This design comes from an exercise in tuning for small area, a short achievable clock period and few clock cycles per item on the open sky130 flow, not from production work.
Function was checked by simulation only, so behaviour that the tests miss may differ from the original.
Power is estimated from default activity; no workload was simulated.

--- flow/run.sh ---
#!/bin/bash
# synth_recipe.tcl (not shown) runs the flow's synth.tcl, then flattens the netlist and writes it again
# the make line also repeats each setting of config.mk as NAME=value (left out here)
make -C /OpenROAD-flow-scripts/flow DESIGN_CONFIG=/design/flow/config.mk WORK_HOME=/design/flow/orfs CLKGATE_MAP_FILE= SYNTH_SCRIPT=/design/flow/synth_recipe.tcl finish
--- flow/config.mk ---
export PLATFORM = sky130hd
export DESIGN_NAME = mains_rms_and_frequency_monitor
export DESIGN_NICKNAME = mains_rms_and_frequency_monitor
export VERILOG_FILES = /design/flow/design.v
export SDC_FILE = /design/flow/constraint.sdc
export NUM_CORES = 4
export LEC_CHECK = 0
export CAP_MARGIN = 20
export CORE_MARGIN = 2
export CORE_UTILIZATION = 40
export SLEW_MARGIN = 20
--- flow/constraint.sdc ---
create_clock -name core_clock -period 10.0 [get_ports {aclk}]
set_input_delay 2.0000 -clock core_clock [delete_from_list [all_inputs] [get_ports {aclk}]]
set_output_delay 2.0000 -clock core_clock [all_outputs]
set_load 0.01 [all_outputs]
--- flow/design.v ---
`timescale 1ns / 1ps
package mrfm_pkg;
    localparam int SAMPLE_W = 12;
    localparam int GAIN_W   = 16;
    localparam int THR_W    = 20;
    localparam int WLEN_W   = 10;
    localparam int RATE_W   = 17;
    localparam int MINP_W   = 16;
    localparam int CNT_W    = 16;
    localparam int FREQ_W   = 24;
    localparam int SUM_W    = 40;
    localparam int FRAC_W   = 16;
    localparam int MS_W     = SUM_W + FRAC_W;
    localparam int ROOT_W   = MS_W / 2;
    localparam int DIV_DW   = 16;
    localparam int MUL_AW   = ROOT_W;
    localparam int MUL_BW   = GAIN_W;
    localparam int PROD_W   = MUL_AW + MUL_BW;
    localparam int DIV_CNT_W  = $clog2(MS_W);
    localparam int SQRT_CNT_W = $clog2(ROOT_W);
    localparam int MUL_CNT_W  = $clog2(MUL_BW);
    localparam int APB_AW = 5;
    localparam int APB_DW = 32;
    localparam logic [2:0] REG_OFFSET   = 3'd0;
    localparam logic [2:0] REG_GAIN     = 3'd1;
    localparam logic [2:0] REG_LOW_THR  = 3'd2;
    localparam logic [2:0] REG_HIGH_THR = 3'd3;
    localparam logic [2:0] REG_WIN_LEN  = 3'd4;
    localparam logic [2:0] REG_RATE     = 3'd5;
    localparam logic [2:0] REG_MIN_PER  = 3'd6;
    localparam logic [SAMPLE_W-1:0] OFFSET_RST   = 12'd1497;
    localparam logic [GAIN_W-1:0]   GAIN_RST     = 16'd8579;
    localparam logic [THR_W-1:0]    LOW_THR_RST  = 20'd12800;
    localparam logic [THR_W-1:0]    HIGH_THR_RST = 20'd62720;
    localparam logic [WLEN_W-1:0]   WIN_LEN_RST  = 10'd333;
    localparam logic [RATE_W-1:0]   RATE_RST     = 17'd20000;
    localparam logic [MINP_W-1:0]   MIN_PER_RST  = 16'd250;
    typedef struct packed {
        logic [THR_W-1:0]  rms_volts_q8;
        logic              blackout;
        logic              surge;
        logic [FREQ_W-1:0] frequency_centihz;
    } result_t;
endpackage
`timescale 1ns / 1ps
import mrfm_pkg::*;
module mrfm_serial_mul (
    input  logic              aclk,
    input  logic              aresetn,
    input  logic              start,
    input  logic [MUL_AW-1:0] a_in,
    input  logic [MUL_BW-1:0] b_in,
    output logic              busy,
    output logic [PROD_W-1:0] product
);
    localparam logic [MUL_CNT_W-1:0] LAST = MUL_CNT_W'(MUL_BW - 1);
    logic                 busy_reg;
    logic [MUL_CNT_W-1:0] cnt_reg;
    logic [MUL_AW-1:0]    a_reg;
    logic [MUL_AW-1:0]    acc_reg;
    logic [MUL_BW-1:0]    lo_reg;
    logic [MUL_AW:0]      sum;
    assign sum = {1'b0, acc_reg} + (lo_reg[0] ? {1'b0, a_reg} : '0);
    always_ff @(posedge aclk) begin
        if (!aresetn) begin
            busy_reg <= 1'b0;
            cnt_reg  <= '0;
        end else if (start) begin
            busy_reg <= 1'b1;
            cnt_reg  <= '0;
        end else if (busy_reg) begin
            cnt_reg <= cnt_reg + 1'b1;
            if (cnt_reg == LAST) begin
                busy_reg <= 1'b0;
            end
        end
    end
    always_ff @(posedge aclk) begin
        if (start) begin
            a_reg   <= a_in;
            acc_reg <= '0;
            lo_reg  <= b_in;
        end else if (busy_reg) begin
            acc_reg <= sum[MUL_AW:1];
            lo_reg  <= {sum[0], lo_reg[MUL_BW-1:1]};
        end
    end
    assign busy    = busy_reg;
    assign product = {acc_reg, lo_reg};
endmodule
`timescale 1ns / 1ps
import mrfm_pkg::*;
module mrfm_serial_div (
    input  logic              aclk,
    input  logic              aresetn,
    input  logic              start,
    input  logic [MS_W-1:0]   num_in,
    input  logic [DIV_DW-1:0] den_in,
    output logic              busy,
    output logic [MS_W-1:0]   quotient
);
    localparam logic [DIV_CNT_W-1:0] LAST = DIV_CNT_W'(MS_W - 1);
    logic                 busy_reg;
    logic [DIV_CNT_W-1:0] cnt_reg;
    logic [MS_W-1:0]      num_reg;
    logic [DIV_DW-1:0]    den_reg;
    logic [DIV_DW-1:0]    rem_reg;
    logic [DIV_DW:0]      rem_shift;
    logic [DIV_DW+1:0]    diff;
    logic                 ge;
    assign rem_shift = {rem_reg, num_reg[MS_W-1]};
    assign diff      = {1'b0, rem_shift} - {2'b00, den_reg};
    assign ge        = !diff[DIV_DW+1];
    always_ff @(posedge aclk) begin
        if (!aresetn) begin
            busy_reg <= 1'b0;
            cnt_reg  <= '0;
        end else if (start) begin
            busy_reg <= 1'b1;
            cnt_reg  <= '0;
        end else if (busy_reg) begin
            cnt_reg <= cnt_reg + 1'b1;
            if (cnt_reg == LAST) begin
                busy_reg <= 1'b0;
            end
        end
    end
    always_ff @(posedge aclk) begin
        if (start) begin
            num_reg <= num_in;
            den_reg <= den_in;
            rem_reg <= '0;
        end else if (busy_reg) begin
            num_reg <= {num_reg[MS_W-2:0], ge};
            rem_reg <= ge ? diff[DIV_DW-1:0] : rem_shift[DIV_DW-1:0];
        end
    end
    assign busy     = busy_reg;
    assign quotient = num_reg;
endmodule
`timescale 1ns / 1ps
import mrfm_pkg::*;
module mrfm_serial_sqrt (
    input  logic              aclk,
    input  logic              aresetn,
    input  logic              start,
    input  logic [MS_W-1:0]   rad_in,
    output logic              busy,
    output logic [ROOT_W-1:0] root
);
    localparam logic [SQRT_CNT_W-1:0] LAST = SQRT_CNT_W'(ROOT_W - 1);
    logic                  busy_reg;
    logic [SQRT_CNT_W-1:0] cnt_reg;
    logic [MS_W-1:0]       rad_reg;
    logic [ROOT_W+1:0]     rem_reg;
    logic [ROOT_W-1:0]     root_reg;
    logic [ROOT_W+1:0]     rem_shift;
    logic [ROOT_W+1:0]     trial;
    logic [ROOT_W+2:0]     diff;
    logic                  ge;
    assign rem_shift = {rem_reg[ROOT_W-1:0], rad_reg[MS_W-1:MS_W-2]};
    assign trial     = {root_reg, 2'b01};
    assign diff      = {1'b0, rem_shift} - {1'b0, trial};
    assign ge        = !diff[ROOT_W+2];
    always_ff @(posedge aclk) begin
        if (!aresetn) begin
            busy_reg <= 1'b0;
            cnt_reg  <= '0;
        end else if (start) begin
            busy_reg <= 1'b1;
            cnt_reg  <= '0;
        end else if (busy_reg) begin
            cnt_reg <= cnt_reg + 1'b1;
            if (cnt_reg == LAST) begin
                busy_reg <= 1'b0;
            end
        end
    end
    always_ff @(posedge aclk) begin
        if (start) begin
            rad_reg  <= rad_in;
            rem_reg  <= '0;
            root_reg <= '0;
        end else if (busy_reg) begin
            rad_reg  <= {rad_reg[MS_W-3:0], 2'b00};
            rem_reg  <= ge ? diff[ROOT_W+1:0] : rem_shift;
            root_reg <= {root_reg[ROOT_W-2:0], ge};
        end
    end
    assign busy = busy_reg;
    assign root = root_reg;
endmodule
`timescale 1ns / 1ps
import mrfm_pkg::*;
module mains_rms_and_frequency_monitor #(
    parameter int WINDOW_BITS = 10
) (
    input  logic                aclk,
    input  logic                aresetn,
    input  logic                s_valid,
    output logic                s_ready,
    input  logic [SAMPLE_W-1:0] s_sample_mv,
    input  logic                s_sample_valid,
    output logic                m_valid,
    input  logic                m_ready,
    output logic [THR_W-1:0]    m_rms_volts_q8,
    output logic                m_blackout,
    output logic                m_surge,
    output logic [FREQ_W-1:0]   m_frequency_centihz,
    input  logic                psel,
    input  logic                penable,
    input  logic                pwrite,
    input  logic [APB_AW-1:0]   paddr,
    input  logic [APB_DW-1:0]   pwdata,
    output logic [APB_DW-1:0]   prdata,
    output logic                pready
);
    logic [SAMPLE_W-1:0] offset_reg;
    logic [GAIN_W-1:0]   gain_reg;
    logic [THR_W-1:0]    low_thr_reg;
    logic [THR_W-1:0]    high_thr_reg;
    logic [WLEN_W-1:0]   win_len_reg;
    logic [RATE_W-1:0]   rate_reg;
    logic [MINP_W-1:0]   min_per_reg;
    logic                cfg_wr;
    assign cfg_wr = psel && penable && pwrite;
    assign pready = 1'b1;
    always_ff @(posedge aclk) begin
        if (!aresetn) begin
            offset_reg   <= OFFSET_RST;
            gain_reg     <= GAIN_RST;
            low_thr_reg  <= LOW_THR_RST;
            high_thr_reg <= HIGH_THR_RST;
            win_len_reg  <= WIN_LEN_RST;
            rate_reg     <= RATE_RST;
            min_per_reg  <= MIN_PER_RST;
        end else if (cfg_wr) begin
            case (paddr[4:2])
                REG_OFFSET:   offset_reg   <= pwdata[SAMPLE_W-1:0];
                REG_GAIN:     gain_reg     <= pwdata[GAIN_W-1:0];
                REG_LOW_THR:  low_thr_reg  <= pwdata[THR_W-1:0];
                REG_HIGH_THR: high_thr_reg <= pwdata[THR_W-1:0];
                REG_WIN_LEN:  win_len_reg  <= pwdata[WLEN_W-1:0];
                REG_RATE:     rate_reg     <= pwdata[RATE_W-1:0];
                REG_MIN_PER:  min_per_reg  <= pwdata[MINP_W-1:0];
                default: ;
            endcase
        end
    end
    always_comb begin
        case (paddr[4:2])
            REG_OFFSET:   prdata = APB_DW'(offset_reg);
            REG_GAIN:     prdata = APB_DW'(gain_reg);
            REG_LOW_THR:  prdata = APB_DW'(low_thr_reg);
            REG_HIGH_THR: prdata = APB_DW'(high_thr_reg);
            REG_WIN_LEN:  prdata = APB_DW'(win_len_reg);
            REG_RATE:     prdata = APB_DW'(rate_reg);
            REG_MIN_PER:  prdata = APB_DW'(min_per_reg);
            default:      prdata = '0;
        endcase
    end
    logic [WLEN_W-1:0] n_eff;
    assign n_eff = (win_len_reg == '0) ? WLEN_W'(1) : win_len_reg;
    logic                     a_vld;
    logic [SAMPLE_W-1:0]      a_mag;
    logic                     a_pos;
    logic                     a_stall;
    logic signed [SAMPLE_W:0] dev;
    assign dev     = $signed({1'b0, s_sample_mv}) - $signed({1'b0, offset_reg});
    assign s_ready = !(a_vld && a_stall);
    always_ff @(posedge aclk) begin
        if (!aresetn) begin
            a_vld <= 1'b0;
        end else if (s_ready) begin
            a_vld <= s_valid && s_sample_valid;
        end
    end
    always_ff @(posedge aclk) begin
        if (s_ready) begin
            a_mag <= dev[SAMPLE_W] ? SAMPLE_W'(-dev) : dev[SAMPLE_W-1:0];
            a_pos <= !dev[SAMPLE_W] && (dev != '0);
        end
    end
    localparam int SW = 34;    
    logic [SW-1:0]     sum_reg;
    logic [WLEN_W-1:0] k_reg;
    logic              k_last;      
    logic              k_over;      
    logic [CNT_W-1:0]  c_reg;
    logic              c_gt;        
    logic              np_reg;
    logic              proc;
    logic              hit;
    logic              close;
    logic [CNT_W-1:0]  c_inc;
    logic [CNT_W-1:0]  c_next;
    logic [WLEN_W-1:0] k_next;
    logic [23:0]       sq;
    logic [SW-1:0]     ssum;
    logic              f_busy;
    logic              e_busy;
    assign hit     = np_reg && a_pos && c_gt;
    assign close   = k_last;
    assign a_stall = (hit && f_busy) || (close && e_busy);
    assign proc    = a_vld && !a_stall;
    assign c_inc   = (c_reg == '1) ? c_reg : c_reg + 1'b1;
    assign c_next  = proc ? (hit ? '0 : c_inc) : c_reg;
    assign k_next  = proc ? (close ? '0 : k_reg + 1'b1) : k_reg;
    assign sq      = a_mag * a_mag;
    assign ssum    = sum_reg + SW'(sq);
    always_ff @(posedge aclk) begin
        if (!aresetn) begin
            sum_reg <= '0;
            k_reg   <= '0;
            k_last  <= 1'b0;
            k_over  <= 1'b0;
            c_reg   <= '0;
            c_gt    <= 1'b0;
            np_reg  <= 1'b1;
        end else begin
            if (proc) begin
                sum_reg <= close ? '0 : ssum;
                np_reg  <= !a_pos;
            end
            k_reg  <= k_next;
            c_reg  <= c_next;
            k_last <= ({1'b0, k_next} + 1'b1) >= {1'b0, n_eff};
            k_over <= ({1'b0, k_next} + 1'b1) >  {1'b0, n_eff};
            c_gt   <= (min_per_reg != '1) && (c_next >= min_per_reg);
        end
    end
    logic [FREQ_W-1:0] f_sh;        
    logic [CNT_W-1:0]  f_rem;
    logic [CNT_W-1:0]  f_den;
    logic [4:0]        f_cnt;
    logic [CNT_W:0]    f_rs;
    logic [CNT_W+1:0]  f_diff;
    logic              f_ge;
    logic [FREQ_W-1:0] rate100;
    assign rate100 = (FREQ_W'(rate_reg) << 6) + (FREQ_W'(rate_reg) << 5)
                   + (FREQ_W'(rate_reg) << 2);
    assign f_rs    = {f_rem, f_sh[FREQ_W-1]};
    assign f_diff  = {1'b0, f_rs} - {2'b00, f_den};
    assign f_ge    = !f_diff[CNT_W+1];
    always_ff @(posedge aclk) begin
        if (!aresetn) begin
            f_busy <= 1'b0;
            f_sh   <= '0;
        end else if (proc && hit) begin
            f_busy <= 1'b1;
            f_sh   <= rate100;
        end else if (f_busy) begin
            f_sh <= {f_sh[FREQ_W-2:0], f_ge};
            if (f_cnt == 5'd23) f_busy <= 1'b0;
        end
    end
    always_ff @(posedge aclk) begin
        if (proc && hit) begin
            f_rem <= '0;
            f_den <= c_inc;
            f_cnt <= '0;
        end else if (f_busy) begin
            f_rem <= f_ge ? f_diff[CNT_W-1:0] : f_rs[CNT_W-1:0];
            f_cnt <= f_cnt + 1'b1;
        end
    end
    localparam int DSW = SW;         
    localparam int RW  = 25;         
    localparam int SRW = RW + 1;     
    localparam logic [1:0] E_IDLE = 2'd0;
    localparam logic [1:0] E_DIV  = 2'd1;
    localparam logic [1:0] E_MUL  = 2'd2;
    localparam logic [1:0] E_OUT  = 2'd3;
    logic [1:0]        e_state;
    logic [5:0]        e_cnt;
    logic              e_sq;
    logic [WLEN_W-1:0] d_rem;
    logic [DSW-1:0]    d_sh;
    logic [SRW-1:0]    s_rem;
    logic [RW-1:0]     root;
    logic [GAIN_W-1:0] acc;
    logic              f_pend;
    logic              out_valid;
    logic [FREQ_W-1:0] out_freq;
    logic              out_bo;
    logic              out_su;
    logic              d_nb;
    logic [WLEN_W:0]   d_rs;
    logic [WLEN_W+1:0] d_diff;
    logic              d_ge;
    logic [SRW+1:0]    s_rs;
    logic [SRW+2:0]    s_diff;
    logic              s_ge;
    logic [GAIN_W:0]   m_sum;
    logic [THR_W-1:0]  rms;
    assign e_busy = (e_state != E_IDLE);
    assign d_nb   = (e_cnt < 6'd34) ? d_sh[DSW-1] : 1'b0;
    assign d_rs   = {d_rem, d_nb};
    assign d_diff = {1'b0, d_rs} - {2'b00, n_eff};
    assign d_ge   = !d_diff[WLEN_W+1];
    assign s_rs   = {s_rem, d_sh[1:0]};
    assign s_diff = {1'b0, s_rs} - {2'b00, root, 2'b01};
    assign s_ge   = !s_diff[SRW+2];
    assign m_sum  = {1'b0, acc} + (root[0] ? {1'b0, gain_reg} : '0);
    assign rms    = (|acc[GAIN_W-1:11]) ? '1 : {acc[10:0], root[RW-1:16]};
    always_ff @(posedge aclk) begin
        if (!aresetn) begin
            e_state   <= E_IDLE;
            out_valid <= 1'b0;
            f_pend    <= 1'b0;
        end else begin
            if (proc && close) begin
                f_pend <= f_busy || hit;
            end else if (f_pend && !f_busy) begin
                f_pend <= 1'b0;
            end
            case (e_state)
                E_IDLE: if (proc && close) e_state <= E_DIV;
                E_DIV:  if (e_cnt == 6'd50) e_state <= E_MUL;
                E_MUL:  if (e_cnt == 6'd24 && !f_pend) e_state <= E_OUT;
                E_OUT: begin
                    if (!out_valid) begin
                        out_valid <= 1'b1;
                    end else if (m_ready) begin
                        out_valid <= 1'b0;
                        e_state   <= E_IDLE;
                    end
                end
                default: e_state <= E_IDLE;
            endcase
        end
    end
    always_ff @(posedge aclk) begin
        if ((proc && close && !f_busy && !hit) || (f_pend && !f_busy)) begin
            out_freq <= f_sh;
        end
        if (e_state == E_OUT && !out_valid) begin
            out_bo <= (rms < low_thr_reg);
            out_su <= (rms > high_thr_reg);
        end
    end
    always_ff @(posedge aclk) begin
        case (e_state)
            E_IDLE: begin
                if (proc && close) begin
                    if (k_over) begin
                        d_rem <= '0;
                        d_sh  <= ssum;
                        e_cnt <= 6'd0;
                    end else begin
                        d_rem <= ssum[SW-1:SW-WLEN_W];
                        d_sh  <= {ssum[SW-WLEN_W-1:0], WLEN_W'(0)};
                        e_cnt <= 6'd10;
                    end
                    e_sq  <= 1'b0;
                    s_rem <= '0;
                    root  <= '0;
                end
            end
            E_DIV: begin
                if (e_cnt != 6'd50) begin
                    d_rem <= d_ge ? d_diff[WLEN_W-1:0] : d_rs[WLEN_W-1:0];
                    d_sh  <= {d_sh[DSW-2:0], d_ge};
                end
                e_sq <= 1'b1;
                if (e_sq && !e_cnt[0]) begin
                    s_rem <= s_ge ? s_diff[SRW-1:0] : s_rs[SRW-1:0];
                    root  <= {root[RW-2:0], s_ge};
                end
                if (e_cnt == 6'd50) begin
                    e_cnt <= '0;
                    acc   <= '0;
                end else begin
                    e_cnt <= e_cnt + 1'b1;
                end
            end
            E_MUL: begin
                if (e_cnt != 6'd24 || !f_pend) begin
                    acc  <= m_sum[GAIN_W:1];
                    root <= {m_sum[0], root[RW-1:1]};
                    e_cnt <= e_cnt + 1'b1;
                end
            end
            default: ;
        endcase
    end
    assign m_valid             = out_valid;
    assign m_rms_volts_q8      = rms;
    assign m_blackout          = out_bo;
    assign m_surge             = out_su;
    assign m_frequency_centihz = out_freq;
endmodule
==> results.toml <==
[drt]
drc = 0
drt-initial-drc-count = 1705
num_vias = 23019
wl_mm = 77.9
wl_per_cell_um = 18.0
drt_pass1_iterations = 5
antenna_left = 0
routed_via_density = 5.32

[finish]
finalNetCount = 3748
antennaDiodeCount = 0
syn2layout_area_growth_pct = 12.0
n_fill_cell = 7115
layout-drive-gt1-share = 0.0463

[logic_synthesis]
ys_async_sr_fraction = 0
postSynthCellCount = 3288
synth_enable_flop_cells = 173
synth-seq-area-share = 0.330
synth_ff_type = "dfxtp_1"
yosysWarnings = 1
synth_area_um2 = 29500
ys_types = 87
syn_avg_cell_area_um2 = 8.96
ys_seq_elements = 399

[worst_setup_path]
critPathKind = "in -> out"
start_kind = "input port"
r2r-end = "d_sh[26]"
worstSetupEndpointType = "output pin"
cp.arrival_ns = 4.79
cp_max_fo = 35
critical_path.endpoint = "prdata[2]"
regToRegSetupSlack_ns = 3.34
startpoint = "paddr[3]"
critical_path.reg2reg.startpoint = "a_mag[9]"
worstPathRequired_ns = 8.00
r2r_cells = 21

[pwr]
power_leakage_uw = 0.0140
powerDensity_nw_per_um2 = 347
ir_drop_v = 0.000865
totalPowerFinal_uw = 11400

[sta]
fin_crit_ns = 6.79
fin_skew_ns = 0.0242
rsz0062_at_grt = "no"
hold_violations = 0
max_slew_margin = 0.346
finalSetupViolCount = 0
max_freq_mhz = 147
drv_slew = 0
min_period_over_period = 0.679
tns_ns = 0
tightest_slew_ns = 0.978

[clocking]
clk_pin_slew_ns = 0.06
clkSinkCount = 399
cts_root_buffer = "clkbuf_16"
cts.repair.resized = 0
cts_tree = "yes"
cts_buffer_depth = 3
cts_made_buffers = 49
cts_setup_buffers = 0
cts_max_level = 2
holdBufCountCts = 0
clk_latency_ns = 0.62

[floorplan]
start_util = 0.404
core_area_um2 = 73000
die_w_um = 275
io_pins = 138
dieHeight_um = 275
dieArea_um2 = 75800
rows = 99

[place]
hpwl_mm = 56.8
io_buffers = 110
gp_congestion = 0.872

[global_route]
grt-ovfl-total = 0
grt_max_degree = 128
grt_pass1_wl_mm = 125
antenna_found_initial = 0
grt_util_all_layers = 0.206
grt_pass1_vias = 22150

[min_path]
worstHoldPathType = "reg -> reg"

[flow_run]
drv_cap = 0

[status]
status = "finished clean"
-- synth_stat cells, drive strengths merged, types with 89 or more instances --
library cell  instances  share of area
edfxtp              173           0.18
dfxtp               226           0.15
xnor2                90          0.027
clkbuf              120          0.015
mux2i               102          0.035
nand2               435          0.056
nor2b                89          0.019
and2                 93          0.020
nor2                150          0.019
fa                  118          0.080
inv                 358          0.046
o21ai               140          0.024
a21oi               118          0.021
a21boi               95          0.024
ha                  245           0.10
-- worst max-delay path, stage by stage --
cell and delay (ns):
clkdlybuf4s50_1 0.45, buf_4 0.39, nand2_1 0.46, o21ai_0 0.57, nand2_1 0.17, o221ai_1 0.14, clkdlybuf4s50_1 0.58
-- placed cells by master, fill, tap and decap left out, types with 92 or more instances in the layout --
| master | n |
|---|---|
| nand2_1 | 434 |
| inv_1 | 357 |
| ha_1 | 244 |
| dfxtp_1 | 225 |
| edfxtp_1 | 173 |
| nor2_1 | 146 |
| o21ai_0 | 137 |
| fa_1 | 118 |
| a21oi_1 | 115 |
| clkdlybuf4s50_1 | 107 |
| mux2i_1 | 102 |
| and2_1 | 93 |
| a21boi_0 | 92 |
-- power by group --
group / leakage (uW) / switching, uW / internal (uW)
logic: 0.00997 / 4620 / 2940
clock network: 0.000768 / 741 / 1050
registers: 0.00325 / 67.2 / 2020
-- layout make-up --
class / count / area [um^2] / area share
multi-input cells: 2383 / 17800 / 0.541
flip-flops and latches: 399 / 9720 / 0.295
well taps: 959 / 1200 / 0.0364
repair buffers: 137 / 1290 / 0.0393
clock buffers: 71 / 1370 / 0.0415
inverters: 358 / 1340 / 0.0407
clock inverters: 20 / 215 / 0.00652
-- through the flow --
step / setup slack (ns) / hold slack, ns / utilization / cells / area [um^2]
6_report: 3.21 / 0.460 / 0.452 / 4327 / 33000
5_1_grt: 2.92 / 0.468 / 0.452 / 4327 / 33000
4_1_cts: 3.33 / 0.458 / 0.452 / 4327 / 33000
3_5_place_dp: 3.35 / 0.444 / 0.430 / 4236 / 31400
3_3_place_gp: 3.34 / 0.446 / 0.430 / 4236 / 31400
2_1_floorplan: 4.05 / 0.424 / - / 3299 / 29500
-- how the worst min path moves through the flow --
stage | slack (ns) | from | cells past startpoint | end
2_1_floorplan | 0.42 | f_sh[13] | 0 | out_freq[13]
3_3_place_gp | 0.45 | f_sh[14] | 0 | out_freq[14]
3_5_place_dp | 0.44 | f_sh[2] | 0 | out_freq[2]
4_1_cts | 0.46 | f_sh[2] | 0 | out_freq[2]
5_1_grt | 0.47 | f_sh[21] | 0 | out_freq[21]
6_report | 0.46 | f_sh[2] | 0 | out_freq[2]
-- cells by family (layout without fill, tap and decap cells) --
group                    Yosys count  after routing  synth area share
AO/OA/AOI/OAI                    705            705             0.164
XOR/XNOR                         134            134            0.0398
adder cells (fa/ha/maj)          363            363             0.184
buffers and inverters            517            586            0.0683
flip-flops                       399            399             0.330
multiplexers                     115            115            0.0411
other                              2             13          0.000255
AND/OR/NAND/NOR                 1053           1053             0.173
-- layer usage --
| layer | GRT usage | up-vias | share of wire |
|---|---|---|---|
| met5 | 0 | - | 0 |
| met4 | 0.0516 | 0 | 0.021 |
| met3 | 0.0237 | 87 | 0.049 |
| met2 | 0.319 | 515 | 0.44 |
| met1 | 0.304 | 10975 | 0.49 |
| li1 | - | 11442 | - |
Testbench counts, summed over its fixed seeds: cycles 20,340, items 19,252.

==> re-timing with driven ports <==
The results above use ideal ports. As a check the final layout listed here was re-extracted and re-timed, cells and wires unchanged.
Step 1 assumes that a clkbuf_16 drives the clock port and a buf_2 every other input.
Step 2 adds t to the input delays and takes it off the output delays; t is the mean of the earliest and latest rising clock arrival at the registers after step 1. Input paths then give back, and output paths get back, about the clock's delay inside the block.
Three values: no drivers, after step 1, after step 2; two values: the first two.
shift t [ns]: 0.661
slack for setup (ns): 3.212 / 3.188 / 3.188
worst data-port slew with drivers (ns): 0.07
cell pins on the clock port's net: 1
After both steps setup and hold are still met in this run. The setup slack of this run moves by -0.024 ns with the drivers and by -0.024 ns with both steps.
